This design comes from an exercise in tuning for small area and a short achievable clock period on the open sky130 flow, not from production work. Where RTL was checked, it was by simulation tests only, not by an equivalence proof against the original. Power and IR drop assume default switching activity.

## wip/raven
// fpu_top
module fpu_top (
	input  logic                        clk,
	input  logic                        arst_n,
	input  logic [fpu_pkg::FLOAT_W-1:0] opa,
	input  logic [fpu_pkg::FLOAT_W-1:0] opb,
	input  logic [1:0]                  fpu_op,    
	input  logic [1:0]                  rmode,     
	output logic [fpu_pkg::FLOAT_W-1:0] out,
	output logic                        inf,
	output logic                        snan,
	output logic                        qnan,
	output logic                        ine,
	output logic                        overflow,
	output logic                        underflow,
	output logic                        zero
);
Size: about 3700 cells after synthesis, ~390 flip-flops, roughly 110 I/O pins, ~30000 µm² of cells after synthesis.
Settings: LEC_CHECK=0, ABC_AREA=1, CAP_MARGIN=20, CORE_MARGIN=2, CORE_UTILIZATION=40, SETUP_SLACK_MARGIN=5, SLEW_MARGIN=20; clock period 8.5 ns.
standard.sh (not shown) runs the stock make flow with config.mk's settings and CLKGATE_MAP_FILE= SYNTH_SCRIPT=/design/flow/synth_recipe.tcl, a recipe that flattens the netlist after the stock synthesis.
==> flow/flow/run.sh <==
#!/bin/bash
# The standard layout with config.mk's settings, but plain buffers (not the
# delay cells buffer_ports picks by default) on the input and output ports.
set -euo pipefail
bash standard.sh "BUFFER_PORTS_ARGS=-buffer_cell sky130_fd_sc_hd__buf_1" finish > standard.log 2>&1
wip/raven: PASS, flow complete, no timing, DRC or antenna violations
> inputs changed (wip/raven -> wip/umber)
==> flow/run.sh (new file) <==
#!/bin/bash
# synth_recipe.tcl (not shown) runs the flow's synth.tcl, then flattens the netlist and writes it again
# the make line also repeats each setting of config.mk as NAME=value (left out here)
make -C /OpenROAD-flow-scripts/flow DESIGN_CONFIG=/design/flow/config.mk WORK_HOME=/design/flow/orfs CLKGATE_MAP_FILE= SYNTH_SCRIPT=/design/flow/synth_recipe.tcl finish
diff --git a/flow/config.mk b/flow/config.mk
--- a/flow/config.mk
+++ b/flow/config.mk
@@ -10,3 +10,4 @@
 export CORE_MARGIN = 2
-export CORE_UTILIZATION = 40
+export CORE_UTILIZATION = 60
+export PLACE_DENSITY = 0.75
 export SETUP_SLACK_MARGIN = 5
removed: flow/flow/run.sh
removed: flow/standard.sh
## What came out
Relative area of clock buffers and inverters in the final design delta for wip/umber relative to wip/raven: 0.43 points lower
wip/raven has a lower maximum number of pins on one net before global-route repair than wip/umber.
Going from wip/raven to wip/umber, area after detailed placement moved up, met3 routed wirelength rose by about 43%.
The internal cell power of wip/umber is higher than that of wip/raven.
The final reports for wip/umber and wip/raven show worst reg-to-reg path cell count lower in the former.
The multi-input combinational cell count was comparable across wip/raven and wip/umber.
The higher fraction of final layout cells with drive strength greater than 1 of wip/raven and wip/umber is in wip/umber.
Die area delta (wip/umber − wip/raven): favourable
Changes in wip/pepper relative to wip/umber:
==> flow/flow/run.sh (new file) <==
#!/bin/bash
set -euo pipefail
bash standard.sh SETUP_SLACK_MARGIN=5.5 finish > standard.log 2>&1
==> flow/standard.sh (new file) <==
#!/bin/bash
# synth_recipe.tcl (not shown) runs the flow's synth.tcl, then flattens the netlist and writes it again
# the make line also repeats each setting of config.mk as NAME=value (left out here)
make -C /OpenROAD-flow-scripts/flow DESIGN_CONFIG=/design/flow/config.mk WORK_HOME=/design/flow/orfs CLKGATE_MAP_FILE= SYNTH_SCRIPT=/design/flow/synth_recipe.tcl "${@:-finish}"
diff --git a/flow/config.mk b/flow/config.mk
--- a/flow/config.mk
+++ b/flow/config.mk
@@ -10,5 +10,3 @@
 export CORE_MARGIN = 2
-export CORE_UTILIZATION = 60
-export PLACE_DENSITY = 0.75
-export SETUP_SLACK_MARGIN = 5
+export CORE_UTILIZATION = 40
 export SLEW_MARGIN = 20
removed: flow/run.sh
### Flow results
Instance area after placement sits higher in wip/pepper than in wip/umber. What wip/umber reported for filler cell count in the final layout has to be multiplied by 1.7 to get the figure for wip/pepper. On non-clock inverter instance count of the final layout: between wip/umber and wip/pepper, it ends up higher for wip/umber. Against wip/umber as the reference, wip/pepper delivers a higher maximum frequency. Comparing wip/pepper with wip/umber, the worst hold slack came out essentially unchanged. Diff wip/umber -> wip/pepper: clock-buffer cell count went up; number of nets in the synthesized netlist shows no meaningful change. wip/pepper vs. wip/umber: final critical-path required period lost 67 ps; top-level port count neither gained nor lost much. Final cell area: wip/pepper above wip/umber. Against wip/umber, wip/pepper comes in 1.7 points lower on part of the total power dissipated in the clock network.
[inputs] wip/fjord vs wip/pepper
==> flow/run.sh (new file) <==
#!/bin/bash
# synth_recipe.tcl (not shown) runs the flow's synth.tcl, then flattens the netlist and writes it again
# the make line also repeats each setting of config.mk as NAME=value (left out here)
make -C /OpenROAD-flow-scripts/flow DESIGN_CONFIG=/design/flow/config.mk WORK_HOME=/design/flow/orfs CLKGATE_MAP_FILE= SYNTH_SCRIPT=/design/flow/synth_recipe.tcl finish
diff --git a/flow/config.mk b/flow/config.mk
--- a/flow/config.mk
+++ b/flow/config.mk
@@ -11,2 +11,4 @@
 export CORE_UTILIZATION = 40
+export SETUP_SLACK_MARGIN = 5
 export SLEW_MARGIN = 20
+export TNS_END_PERCENT = 5
removed: flow/flow/run.sh
removed: flow/standard.sh
## What came out
For wip/pepper, the worst setup path endpoint was s1_p[26], unlike wip/fjord, where it was s1_p[30]. wip/fjord: first-pass GRT wire length 7.7% below wip/pepper. Summary of wip/fjord over wip/pepper: sum of routed wire length over all layers now sits lower; met3 demand-to-capacity share in global routing now sits lower; met2 routing resource usage after global routing now sits lower; critical path depth now sits higher; worst setup slack now sits lower. Power (wip/fjord / wip/pepper): 0.80. wip/pepper → wip/fjord: clock buffer instance count of the final layout lower, die footprint level, detailed route wirelength on metal3 shows a reduction of 14%.

---

Another version of the RTL of fpu_top (not shown whole).
For scale: about 3800 cells after synthesis, ~360 flip-flops, ~110 I/O pins.
clock: 8.5 ns
lec_check: 0
abc_area: 1
cap_margin: 20
core_margin: 2
core_utilization: 40
setup_slack_margin: 5
slew_margin: 20
run.sh (not shown) runs the stock make flow with config.mk's settings and CLKGATE_MAP_FILE= SYNTH_SCRIPT=/design/flow/synth_recipe.tcl, a recipe that flattens the netlist after the stock synthesis.
Stock flow here: none of the scripts above is used.
Change:
ABC_AREA = not set   (was 1)
SETUP_SLACK_MARGIN = not set   (was 5)
Effect: Power is lower by 9.0%; clock skew is higher by 7.0 ps; routed wire length is lower by 6.1%; die area is higher by 2.8%; global-route usage is lower by 1.6 points; utilization is lower by 5.2 points; hold slack hardly moves; final cell count is lower by 11%.
No functional check of the RTL was part of any run of this note.

---

before:
Another version of the RTL of fpu_top (not shown whole).
Size in the first run: roughly 3300 cells after synthesis, ~0.032 mm^2 of cells after synthesis.
==> flow/design.v (excerpt) <==
module fpu_top (
	input  logic                        clk,
	input  logic                        arst_n,
	input  logic [fpu_pkg::FLOAT_W-1:0] opa,
	input  logic [fpu_pkg::FLOAT_W-1:0] opb,
	input  logic [1:0]                  fpu_op,    
	input  logic [1:0]                  rmode,     
	output logic [fpu_pkg::FLOAT_W-1:0] out,
	output logic                        inf,
	output logic                        snan,
	output logic                        qnan,
	output logic                        ine,
	output logic                        overflow,
	output logic                        underflow,
	output logic                        zero
);
	logic [31:0]       opa_r, opb_r;
	logic              mul_r, sub_r;
	logic [1:0]        rmode_r;
	logic [11:0]       bx1, bx2, bneg, bx1_r, bx2_r, bneg_r;
	logic              abig, abig_r, anorm_r, bnorm_r;
	logic [7:0]        diff, diff_r;
  ...
export LEC_CHECK = 0
export CAP_MARGIN = 20
export CORE_MARGIN = 2
export CORE_UTILIZATION = 40
export SETUP_SLACK_MARGIN = 5
export SLEW_MARGIN = 20
create_clock -name core_clock -period 8.5 [get_ports {clk}]
The inputs of after differ from those of before as listed below.
- SETUP_SLACK_MARGIN no longer set, was 5
==> flow/flow/run.sh (new file) <==
#!/bin/bash
set -euo pipefail
bash standard.sh SETUP_SLACK_MARGIN=5.7 finish > standard.log 2>&1
==> flow/standard.sh (new file) <==
#!/bin/bash
# synth_recipe.tcl (not shown) runs the flow's synth.tcl, then flattens the netlist and writes it again
# the make line also repeats each setting of config.mk as NAME=value (left out here)
make -C /OpenROAD-flow-scripts/flow DESIGN_CONFIG=/design/flow/config.mk WORK_HOME=/design/flow/orfs CLKGATE_MAP_FILE= SYNTH_SCRIPT=/design/flow/synth_recipe.tcl "${@:-finish}"
removed: flow/run.sh
### Flow results
[compare] base=before new=after: proportion of final cell area spent on non-clock buffers increased 7.8 points; final worst slack picked up an extra 0.056 ns. Delta (after minus before): largest net degree at the start of global routing went up 22; wire length went up 19000 um; sequential-cell power consumption went up about 2%; clock group share of total power went down 2.0 points. after vs. before: worst-skew pair later-pin latency now sits at about the same level; utilization now sits higher; met2 wire length now sits higher; via count of the routed design now sits higher.
No run of this note included a check of the RTL's function; only the layout flow was run.

-- static timing again, ports no longer ideal --
No port has a modelled driver above. Below, the same layouts with a new extraction and two added sets of constraints. Step 1: set_driving_cell puts a clkbuf_16 on clk and a buf_2 on each other input, an assumption about the parent block. Step 2, shift: input delay + t, output delay - t, t = (earliest + latest rising clock arrival at the registers) / 2. This alone moves slack from input paths to output paths. Three values: ideal ports, drivers, drivers and shift; two values: the first two.
| run | shift t [ns] | setup WS [ns] | clock arrival spread, ns | slew at the worst register clock pin (ns) | worst data-port slew with drivers (ns) |
|---|---|---|---|---|---|
| wip/raven | 0.641 | 5.003 / 5.003 / 4.491 | 0.032 / 0.032 | 0.08 / 0.08 | 0.07 |
| wip/umber | 0.669 | 4.920 / 4.920 / 4.493 | 0.012 / 0.012 | 0.07 / 0.07 | 0.04 |
| wip/pepper | 0.655 | 4.986 / 4.986 / 4.587 | 0.025 / 0.025 | 0.07 / 0.07 | 0.08 |
| wip/fjord | 0.659 | 4.906 / 4.906 / 4.316 | 0.045 / 0.045 | 0.07 / 0.07 | 0.07 |
| the first run of note 2 | 0.653 | 4.311 / 4.311 / 4.311 | 0.021 / 0.021 | 0.07 / 0.07 | 0.05 |
| the second run of note 2 | 0.651 | 3.599 / 3.642 / 2.991 | 0.031 / 0.031 | 0.06 / 0.06 | 0.07 |
| before | 0.678 | 4.746 / 4.746 / 4.403 | 0.031 / 0.030 | 0.07 / 0.07 | 0.05 |
| after | 0.674 | 4.802 / 4.802 / 4.395 | 0.065 / 0.065 | 0.07 / 0.07 | 0.08 |
After both steps every run listed still meets setup and hold. For the second run of note 2, which loses most, drivers alone change the setup slack by +0.043 ns; drivers and shift together by -0.608 ns.
